This design comes from an exercise in tuning for small area, a short achievable clock period and few clock cycles per item on the open sky130 flow, not from production work.
Function was checked by simulation only, so behaviour that the tests miss may differ from the original.
Power is estimated from default activity; no workload was simulated.

$ cat config.mk
export PLATFORM = sky130hd
export DESIGN_NAME = mesm6_alu
export DESIGN_NICKNAME = mesm6_alu
export VERILOG_FILES = /design/flow/design.v
export SDC_FILE = /design/flow/constraint.sdc
export NUM_CORES = 4
export LEC_CHECK = 0
export ABC_AREA = 1
export CAP_MARGIN = 20
export CORE_MARGIN = 2
export CORE_UTILIZATION = 60
export SETUP_SLACK_MARGIN = 1.5
export SLEW_MARGIN = 20
$ cat constraint.sdc
create_clock -name core_clock -period 7.5 [get_ports {clk}]
set_input_delay 1.5000 -clock core_clock [delete_from_list [all_inputs] [get_ports {clk}]]
set_output_delay 1.5000 -clock core_clock [all_outputs]
set_load 0.01 [all_outputs]
$ cat design.v
module alu_sequencer (
    input  logic       clk,
    input  logic       rst_n,
    input  logic [3:0] op,
    input  logic       wy,
    output logic       first,      
    output logic       second,     
    output logic       pack_q,     
    output logic       ysel,       
    output logic       addn,       
    output logic       yta,        
    output logic       done
);
    localparam logic [3:0] OP_NOP    = 4'd0;
    localparam logic [3:0] OP_YTA    = 4'd1;
    localparam logic [3:0] OP_XOR    = 4'd4;
    localparam logic [3:0] OP_ACX    = 4'd6;
    localparam logic [3:0] OP_ANX    = 4'd7;
    localparam logic [3:0] OP_SHIFT  = 4'd8;
    localparam logic [3:0] OP_PACK   = 4'd9;
    localparam logic [3:0] OP_UNPACK = 4'd10;
    logic is_nop, is_yta, is_bf;
    assign is_nop = (op == OP_NOP);
    assign is_yta = (op == OP_YTA);
    assign is_bf  = (op == OP_PACK) || (op == OP_UNPACK);
    assign first  = !second && !is_nop && !is_yta;
    always_ff @(posedge clk or negedge rst_n) begin
        if (!rst_n) begin
            second <= 1'b0;
            pack_q <= 1'b0;
            ysel   <= 1'b0;
            addn   <= 1'b0;
            yta    <= 1'b0;
            done   <= 1'b0;
        end else if (second) begin
            second <= 1'b0;
            done   <= 1'b1;
        end else begin
            second <= is_bf;
            done   <= !is_nop && !is_bf;
            yta    <= is_yta;
            if (is_nop) begin
                if (wy) ysel <= 1'b1;
            end else if (!is_yta) begin
                pack_q <= (op == OP_PACK);
                ysel   <= (op == OP_XOR) || (op == OP_ANX) || (op == OP_SHIFT);
                addn   <= (op == OP_ACX) || (op == OP_ANX);
            end
        end
    end
endmodule
module alu_ones16 (
    input  logic [15:0] w,
    output logic [4:0]  n
);
    logic [7:0][1:0] s1;
    logic [3:0][2:0] s2;
    logic [1:0][3:0] s3;
    genvar k;
    generate
        for (k = 0; k < 8; k++) begin : g1
            assign s1[k] = {1'b0, w[2*k]} + {1'b0, w[2*k+1]};
        end
        for (k = 0; k < 4; k++) begin : g2
            assign s2[k] = {1'b0, s1[2*k]} + {1'b0, s1[2*k+1]};
        end
        for (k = 0; k < 2; k++) begin : g3
            assign s3[k] = {1'b0, s2[2*k]} + {1'b0, s2[2*k+1]};
        end
    endgenerate
    assign n = {1'b0, s3[0]} + {1'b0, s3[1]};
endmodule
module alu_counts (
    input  logic [47:0] x,
    output logic [4:0]  top,       
    output logic [5:0]  top2,      
    output logic [5:0]  all        
);
    logic [4:0] p2, p1, p0;
    alu_ones16 u_p2 (.w(x[47:32]), .n(p2));
    alu_ones16 u_p1 (.w(x[31:16]), .n(p1));
    alu_ones16 u_p0 (.w(x[15:0]),  .n(p0));
    assign top  = p2;
    assign top2 = {1'b0, p2} + {1'b0, p1};
    assign all  = top2 + {1'b0, p0};
endmodule
module alu_lead (
    input  logic [47:0] a,
    output logic [5:0]  idx,
    output logic [5:0]  n
);
    always_comb begin
        idx = 6'd0;
        n   = 6'd0;
        for (int i = 0; i < 48; i++) begin
            if (a[i]) begin
                idx = 6'(i);
                n   = 6'(48 - i);
            end
        end
    end
endmodule
module alu_eac_add (
    input  logic [47:0] x,
    input  logic [47:0] z,
    output logic [47:0] s
);
    logic [6:0][47:0] gg;
    logic [6:0][47:0] pp;
    logic [47:0]      cin;
    assign gg[0] = x & z;
    assign pp[0] = x ^ z;
    genvar l, i;
    generate
        for (l = 0; l < 6; l++) begin : g_l
            for (i = 0; i < 48; i++) begin : g_i
                if ((i >> l) & 1) begin : g_m
                    localparam int Q = ((i >> l) << l) - 1;
                    assign gg[l+1][i] = gg[l][i] | (pp[l][i] & gg[l][Q]);
                    assign pp[l+1][i] = pp[l][i] & pp[l][Q];
                end else begin : g_p
                    assign gg[l+1][i] = gg[l][i];
                    assign pp[l+1][i] = pp[l][i];
                end
            end
        end
    endgenerate
    assign cin[0] = gg[6][47];
    generate
        for (i = 1; i < 48; i++) begin : g_c
            assign cin[i] = gg[6][i-1] | (pp[6][i-1] & gg[6][47]);
        end
    endgenerate
    assign s = pp[0] ^ cin;
endmodule
module alu_eac_inc (
    input  logic [47:0] z,
    input  logic [5:0]  n,
    output logic [47:0] s
);
    logic [6:0]  lo;
    logic        hi_ones;
    logic        wrap;
    logic [6:0]  lo2;
    logic [41:0] run;         
    assign lo      = {1'b0, z[5:0]} + {1'b0, n};
    assign hi_ones = &z[47:6];
    assign wrap    = lo[6] & hi_ones;
    assign lo2     = {1'b0, z[5:0]} + {1'b0, n} + {6'd0, wrap};
    always_comb begin
        run[0] = 1'b1;
        for (int k = 1; k < 42; k++) run[k] = run[k-1] & z[6+k-1];
    end
    assign s[5:0]  = lo2[5:0];
    assign s[47:6] = z[47:6] ^ (run & {42{lo2[6]}});
endmodule
module alu_shifter (
    input  logic [47:0] a,
    input  logic [6:0]  c,
    input  logic        anx,
    input  logic [5:0]  idx,
    output logic [47:0] rot,
    output logic [47:0] acc_mask,
    output logic [47:0] y_mask
);
    logic [47:0] r0, r1, r2, r4, r8;
    logic [3:0]  d;
    logic [1:0]  k;
    always_comb begin
        case (c[6:4])
            3'd0:    k = 2'd2;
            3'd1:    k = 2'd0;
            3'd2:    k = 2'd1;
            3'd3:    k = 2'd2;
            3'd4:    k = 2'd0;
            3'd5:    k = 2'd1;
            3'd6:    k = 2'd2;
            default: k = 2'd0;
        endcase
        if (anx) k = idx[5:4];
    end
    assign d  = anx ? idx[3:0] : c[3:0];
    assign r0 = anx ? {a[0], a[47:1]} : a;
    assign r1 = d[0] ? {r0[0],    r0[47:1]} : r0;
    assign r2 = d[1] ? {r1[1:0],  r1[47:2]} : r1;
    assign r4 = d[2] ? {r2[3:0],  r2[47:4]} : r2;
    assign r8 = d[3] ? {r4[7:0],  r4[47:8]} : r4;
    always_comb begin
        case (k)
            2'd1:    rot = {r8[15:0], r8[47:16]};
            2'd2:    rot = {r8[31:0], r8[47:32]};
            default: rot = r8;
        endcase
    end
    logic [5:0]  t;
    logic [47:0] low;
    logic        lo_to_acc, hi_to_acc, lo_to_y, hi_to_y;
    always_comb begin
        if (c >= 7'd64) begin
            if (c <= 7'd112) begin
                t = 6'(7'd112 - c);
                lo_to_acc = 1'b1; hi_to_acc = 1'b0; lo_to_y = 1'b0; hi_to_y = 1'b1;
            end else begin
                t = 6'(8'd160 - {1'b0, c});
                lo_to_acc = 1'b0; hi_to_acc = 1'b0; lo_to_y = 1'b1; hi_to_y = 1'b0;
            end
        end else begin
            if (c >= 7'd16) begin
                t = 6'(7'd64 - c);
                lo_to_acc = 1'b0; hi_to_acc = 1'b1; lo_to_y = 1'b1; hi_to_y = 1'b0;
            end else begin
                t = 6'(7'd16 - c);
                lo_to_acc = 1'b0; hi_to_acc = 1'b0; lo_to_y = 1'b0; hi_to_y = 1'b1;
            end
        end
        for (int i = 0; i < 48; i++) low[i] = (6'(i) < t);
    end
    assign acc_mask = (low & {48{lo_to_acc}}) | (~low & {48{hi_to_acc}});
    assign y_mask   = (low & {48{lo_to_y}})   | (~low & {48{hi_to_y}});
endmodule
module alu_zeros16 (
    input  logic [15:0]       m,
    output logic [3:0][15:0]  c
);
    logic [4:0][5*16-1:0] s;
    genvar l, r, i, p;
    generate
        for (r = 0; r < 16; r++) begin : g_s0
            assign s[0][5*r +: 5] = {4'd0, ~m[15-r]};
        end
        for (l = 1; l <= 4; l++) begin : g_lvl
            for (r = 0; r < 16; r++) begin : g_r
                localparam int V = (r % (1 << l)) + 2;
                localparam int W = (V <= 2) ? 1 : (V <= 4) ? 2 : (V <= 8) ? 3 : (V <= 16) ? 4 : 5;
                if ((r >> (l-1)) & 1) begin : g_add
                    localparam int Q = ((r >> (l-1)) << (l-1)) - 1;
                    assign s[l][5*r +: W] = s[l-1][5*r +: W] + s[l-1][5*Q +: W];
                end else begin : g_pass
                    assign s[l][5*r +: W] = s[l-1][5*r +: W];
                end
                if (W < 5) begin : g_hi
                    assign s[l][5*r+W +: 5-W] = '0;
                end
            end
        end
        for (i = 0; i < 4; i++) begin : g_c
            assign c[i][15] = 1'b0;
            for (p = 0; p < 15; p++) begin : g_cp
                assign c[i][p] = s[4][5*(14-p) + i];
            end
        end
    endgenerate
endmodule
module alu_field16 (
    input  logic [15:0] a,
    input  logic [15:0] m,
    input  logic        unpack,
    input  logic [15:0] w,
    output logic [15:0] g,
    output logic [15:0] s
);
    logic [3:0][15:0] c;
    alu_zeros16 u_z (.m(m), .c(c));
    logic [4:0][15:0] x;
    logic [3:0][15:0] mv;
    logic [4:0][15:0] u;
    assign x[0] = m & (a | {16{unpack}});
    assign u[4] = w;
    genvar i, p;
    generate
        for (i = 0; i < 4; i++) begin : g_st
            localparam int S = 1 << i;
            for (p = 0; p < 16; p++) begin : g_p
                if (p >= S) begin : g_in
                    assign x[i+1][p] = (x[i][p] & ~c[i][p]) | (x[i][p-S] & c[i][p-S]);
                end else begin : g_low
                    assign x[i+1][p] = x[i][p] & ~c[i][p];
                end
                if (p + S < 16) begin : g_u
                    assign u[i][p] = mv[i][p] ? u[i+1][p+S] : u[i+1][p];
                end else begin : g_uk
                    assign u[i][p] = u[i+1][p];
                end
            end
            assign mv[i] = x[i] & c[i];
        end
    endgenerate
    assign g = x[4];
    assign s = u[0] & m;
endmodule
module alu_bitfield (
    input  logic [47:0] aq,        
    input  logic [47:0] bq,        
    input  logic        unpack,
    input  logic [4:0]  n2,        
    input  logic [5:0]  n21,       
    output logic [47:0] result
);
    logic [47:0] g, s, w;
    assign w[47:32] = aq[47:32];
    assign w[31:16] = 16'((aq << n2) >> 32);
    assign w[15:0]  = 16'((aq << n21) >> 32);
    genvar j;
    generate
        for (j = 0; j < 3; j++) begin : g_blk
            alu_field16 u_f (
                .a      (aq[16*j +: 16]),
                .m      (bq[16*j +: 16]),
                .unpack (unpack),
                .w      (w[16*j +: 16]),
                .g      (g[16*j +: 16]),
                .s      (s[16*j +: 16])
            );
        end
    endgenerate
    logic [47:0] v1, v0, packed_w;
    assign v1 = {16'd0, g[31:16], 16'd0} << n2;
    assign v0 = {32'd0, g[15:0]} << n21;
    assign packed_w = {g[47:32], 32'd0} | v1 | v0;
    assign result = unpack ? s : packed_w;
endmodule
module mesm6_alu (
    input  logic        clk,
    input  logic        rst_n,
    input  logic [3:0]  op,
    input  logic        wy,
    input  logic [47:0] a,
    input  logic [47:0] b,
    output logic [47:0] acc,
    output logic [47:0] y,
    output logic        done
);
    localparam logic [3:0] OP_NOP    = 4'd0;
    localparam logic [3:0] OP_AND    = 4'd2;
    localparam logic [3:0] OP_OR     = 4'd3;
    localparam logic [3:0] OP_XOR    = 4'd4;
    localparam logic [3:0] OP_ARX    = 4'd5;
    localparam logic [3:0] OP_ACX    = 4'd6;
    localparam logic [3:0] OP_ANX    = 4'd7;
    localparam logic [3:0] OP_SHIFT  = 4'd8;
    localparam logic [3:0] OP_PACK   = 4'd9;
    localparam logic [3:0] OP_UNPACK = 4'd10;
    logic first, second, pack_q, ysel, addn, yta;
    alu_sequencer u_sequencer (
        .clk    (clk),
        .rst_n  (rst_n),
        .op     (op),
        .wy     (wy),
        .first  (first),
        .second (second),
        .pack_q (pack_q),
        .ysel   (ysel),
        .addn   (addn),
        .yta    (yta),
        .done   (done)
    );
    logic [47:0] aq, bq;
    logic [5:0]  nq;       
    logic [4:0]  n2q;      
    logic [4:0]  top;
    logic [5:0]  top2, all;
    logic [5:0]  idx, n_anx;
    logic [47:0] sum;
    logic [47:0] rot, acc_mask, y_mask;
    logic [47:0] field;
    logic [4:0]  unused_top;
    logic [5:0]  unused_top2, unused_all;
    alu_counts u_count_a (
        .x    (a),
        .top  (unused_top),
        .top2 (unused_top2),
        .all  (all)
    );
    alu_counts u_count_b (
        .x    (b ^ {48{op == OP_PACK}}),
        .top  (top),
        .top2 (top2),
        .all  (unused_all)
    );
    alu_lead u_lead (.a(a), .idx(idx), .n(n_anx));
    alu_eac_add u_add (.x(a), .z(b), .s(sum));
    alu_shifter u_shifter (
        .a        (a),
        .c        (b[47:41]),
        .anx      (op == OP_ANX),
        .idx      (idx),
        .rot      (rot),
        .acc_mask (acc_mask),
        .y_mask   (y_mask)
    );
    alu_bitfield u_bitfield (
        .aq     (aq),
        .bq     (bq),
        .unpack (!pack_q),
        .n2     (n2q),
        .n21    (nq),
        .result (field)
    );
    always_ff @(posedge clk) begin
        if (second) begin
            bq <= field;
        end else if (first) begin
            case (op)
                OP_AND:   bq <= a & b;
                OP_OR:    bq <= a | b;
                OP_XOR:   bq <= a ^ b;
                OP_ARX:   bq <= sum;
                OP_SHIFT: bq <= rot & acc_mask;
                default:  bq <= b;
            endcase
            case (op)
                OP_ANX:   aq <= rot;
                OP_SHIFT: aq <= rot & y_mask;
                default:  aq <= a;
            endcase
            nq  <= (op == OP_ACX) ? all : (op == OP_ANX) ? n_anx : top2;
            n2q <= top;
        end else if (op == OP_NOP && wy) begin
            aq <= a;
        end
    end
    logic [47:0] inc;
    alu_eac_inc u_inc (.z(bq), .n(nq), .s(inc));
    assign y   = ysel ? aq : '0;
    assign acc = yta ? y : (addn ? inc : bq);
endmodule
$ cat flow/run.sh
#!/bin/bash
# The standard layout (the standard.sh), with one change: synthesis maps
# adders to plain gates, which ABC sizes for speed, instead of extracting
# them into the library's full- and half-adder cells.
# ORFS keeps each step's log under orfs/logs/; make's own output goes to
# flow_make.log in this folder.
set -euo pipefail
bash standard.sh ADDER_MAP_FILE= finish > flow_make.log 2>&1
$ cat standard.sh
#!/bin/bash
# synth_recipe.tcl (not shown) runs the flow's synth.tcl, then flattens the netlist and writes it again
# the make line also repeats each setting of config.mk as NAME=value (left out here)
make -C /OpenROAD-flow-scripts/flow DESIGN_CONFIG=/design/flow/config.mk WORK_HOME=/design/flow/orfs CLKGATE_MAP_FILE= SYNTH_SCRIPT=/design/flow/synth_recipe.tcl "${@:-finish}"
==> impl_metrics.json <==
{
  "netlist_area_um2": 34300,
  "slew_headroom": 0.133,
  "yosysWarnings": 5,
  "seqPwrFrac": 0.080,
  "grt_antenna_before_repair": 11,
  "post-route-min-period_ns": 6.47,
  "fin_area_um2": 38600,
  "holdPathStages": 2,
  "wire_per_inst_um": 24.8,
  "final.fill_count": 5402,
  "ant_nets": 0,
  "r2r_slack_ns": 1.82,
  "rsz0062_at_grt": "yes",
  "p_int_mw": 5.07,
  "power.leakage_nw": 19.6,
  "synth-edff-count": 107,
  "postSynthAreaPerCell_um2": 5.11,
  "cts_tree": "built",
  "synth_async_sr_flop_share": 0.0531,
  "vias": 51000,
  "layout_commonest_cell": "nand2_1",
  "maxCapViolCount": 0,
  "final.setup_skew_ns": 0.0218,
  "area_growth_pct": 12.4,
  "numCtsBuffers": 17,
  "slowest_delay_ns": 0.46,
  "htreeDepth": 4,
  "wl_um": 188000,
  "drive_gt1_frac": 0.0896,
  "core-area_um2": 56500,
  "synth_seq_cells": 113,
  "switching_share": 0.653,
  "clockRootBuffer": "clkbuf_16",
  "hold_class": "flip-flop to flip-flop",
  "die_w_um": 243,
  "yosysUniqueCellTypes": 83,
  "worst-setup-path-type": "flip-flop to output pin",
  "io_buffer_count": 199,
  "clk_pin_slew_ns": 0.06,
  "hold-path-endpoint": "u_sequencer.addn",
  "switchingPower_mw": 9.54,
  "final_cell_mix": "1949 x nand2_1, 757 x nand3_1, 744 x inv_1",
  "endpoint_kind": "output pin",
  "hold_buffers": 0,
  "critPathTopFamily": "simple AND/OR/NAND/NOR gates",
  "setup-tns-final_ns": 0,
  "drt-pass1-iter-count": 17,
  "stdcell_count": 7565,
  "ys.flop_type": "edfxtp_1",
  "worstReg2RegStart": "bq[27]",
  "path_max_fanout": 4,
  "syn_inst": 6714,
  "clock_latency_ns": 0.45,
  "grt_pass1_wl_um": 270000,
  "grt_pass1_vias": 44500,
  "grt_max_degree": 109,
  "setup_viol": 0,
  "initial_core_util": 0.608,
  "drt-vias-per-instance": 6.75,
  "fmax_ghz": 0.155,
  "r2r-end": "bq[29]",
  "max_slew.worst_pin.slew_ns": 1.29,
  "arrival_ns": 4.97,
  "holdWs_ns": 0.718,
  "start_kind": "flip-flop",
  "period_share": 0.862,
  "die_area_um2": 59200,
  "gr-total-overflow": 0,
  "cts_buffer_depth": 2,
  "critPathMostFrequentCell": "nor2_4",
  "p_clk_frac": 0.056,
  "combPwrFrac": 0.864,
  "nets": 6888,
  "dpl.hpwl_um": 142000,
  "path_buf_inv": 4,
  "gp_congestion": 1.22,
  "min_from": "u_sequencer.addn",
  "outcome": "complete, no violations",
  "ir_drop_mv": 0.429,
  "cp.required_ns": 6.00,
  "drt_iter0_drc": 10900,
  "std_cell_rows": 87,
  "track_usage": 0.600,
  "num_io_pins": 200,
  "place_area_um2": 36700,
  "crit_slowest_cell": "edfxtp_1",
  "cts.sinks": 113,
  "drc": 0,
  "hold_viol": 0,
  "powerDensity_nw_per_um2": 379,
  "syn_nets": 6817,
  "placed_cells": 7435,
  "die_height_um": 243,
  "slew_viol_final": 0,
  "ys_seq_area_frac": 0.0980,
  "r2r_cells": 32,
  "fin_util": 0.683
}
-- flip-flops by register name (all words and copies together) (netlist names) --
| signal | flops |
|---|---|
| n2q | 5 |
| u_sequencer.done | 1 |
| u_sequencer.yta | 1 |
| aq | 48 |
| u_sequencer.ysel | 1 |
| u_sequencer.pack_q | 1 |
| u_sequencer.addn | 1 |
| bq | 48 |
| u_sequencer.second | 1 |
| nq | 6 |
-- cell type report --
class | count | area, um2 | area share
inverters | 832 | 3160 | 0.0818
clock buffers | 23 | 488 | 0.0126
well taps | 756 | 946 | 0.0245
clock inverters | 9 | 82.6 | 0.00214
flip-flops and latches | 113 | 3370 | 0.0872
repair buffers | 371 | 3380 | 0.0875
multi-input cells | 5450 | 27100 | 0.703
diodes | 11 | 27.5 | 0.000713
-- through the flow --
stage | total power, mW | setup WS, ns
floorplan | 9.48 | 2.34
global placement | 12.6 | 0.588
detailed placement | 12.8 | 0.471
CTS | 13.6 | 1.22
global route | 15.5 | 0.887
finish | 14.6 | 1.03
-- cells by family (layout without fill, tap and decap cells) --
family,count (synthesis),after routing,synth area share
simple gates,3865,3866,0.487
fa+ha+maj,1,1,0.000328
other cells,0,11,0
buf+inv,1152,1235,0.129
compound gates,1349,1349,0.220
flops,113,113,0.0980
mux,102,102,0.0299
xor+xnor,132,132,0.0353
-- worst register-to-register path: cells and delay by family, from the launching register on --
family | cells | cell delay, ns
and+or+nand+nor | 20 | 3.00
AOI/OAI and AO/OA | 5 | 1.10
buffers and inverters | 7 | 0.71
DFF | 1 | 0.61
-- per-layer routing --
metal,GRT usage,part of all wire,up-vias
met5,0,0.00042,-
met4,0.601,0.14,8
met3,0.261,0.17,1691
met2,0.838,0.38,4912
met1,0.664,0.31,22000
li1,-,-,22400
-- power by group through the flow --
stage                     Clock (mW)  Sequential [mW]  Combinational (mW)
final                          0.813             1.17                12.6
after global routing           0.823             1.15                13.5
after CTS                      0.792             1.13                11.7
after detailed placement           0             1.15                11.6
after global placement             0             1.15                11.5
after floorplan                    0            0.947                8.53
-- worst max-delay path by stage --
stage | slack [ns] | startpoint | depth (start not counted) | endpoint
CTS | 1.22 | nq[2] | 35 | acc[46]
global route | 0.89 | nq[2] | 35 | acc[46]
detailed placement | 0.47 | op[0] | 36 | nq[0]
global placement | 0.59 | op[0] | 36 | nq[0]
finish | 1.03 | nq[2] | 35 | acc[46]
floorplan | 2.34 | bq[2] | 34 | acc[46]
-- repair_timing --
item                       4_1_cts  5_1_grt
setup endpoints to repair       42      134
gates resized for setup         88      208
gates cloned                     1        1
pin swaps                       25       44
buffers inserted                37       47
hold endpoints to repair         0        0
-- synth_stat cells, drive strengths merged (4+ instances only) --
cell,instances,share of area
a211oi,11,0.0024
a21boi,17,0.0040
a21o,5,0.0011
a21oi,320,0.047
a221oi,11,0.0028
a22oi,11,0.0024
a311oi,5,0.0013
a31oi,20,0.0036
and2,8,0.0016
buf,75,0.010
clkbuf,245,0.027
clkinv,11,0.0012
dfrtp,6,0.0044
edfxtp,107,0.094
inv,821,0.090
mux2,4,0.0013
mux2i,98,0.029
nand2,2056,0.23
nand3,814,0.12
nand3b,10,0.0023
nand4,115,0.021
nor2,714,0.082
nor3,65,0.010
nor4,24,0.0044
o2111ai,21,0.0054
o211ai,55,0.012
o21a,4,0.00087
o21ai,745,0.11
o221ai,15,0.0038
o22ai,76,0.014
o311ai,4,0.0010
o31ai,9,0.0020
o32ai,5,0.0013
or2,52,0.0095
xnor2,12,0.0033
xor2,120,0.032
Testbench counts, summed over its fixed seeds: cycles 11,064, ops 4,800.

re-timing with driven ports:
In the flow no input, the clock included, has a driving cell. The finished layout below was timed again as built, in two steps. Step 1: set_driving_cell puts a clkbuf_16 on clk and a buf_2 on each other input, an assumption about the parent block. Step 2 adds t to the input delays and takes it off the output delays; t is the mean of the earliest and latest rising clock arrival at the registers after step 1. Input paths then give back, and output paths get back, about the clock's delay inside the block. Slacks: no drivers / after step 1 / after step 2; pairs: no drivers / after step 1.
shift t [ns]: 0.499
setup slack, ns: 1.034 / 0.975 / 0.964
slew at the worst register clock pin (ns): 0.08 / 0.08
worst slew at a driven data input, ns: 0.06
After both steps setup and hold are still met in this run. For this run, drivers alone change the setup slack by -0.059 ns; drivers and shift together by -0.070 ns.
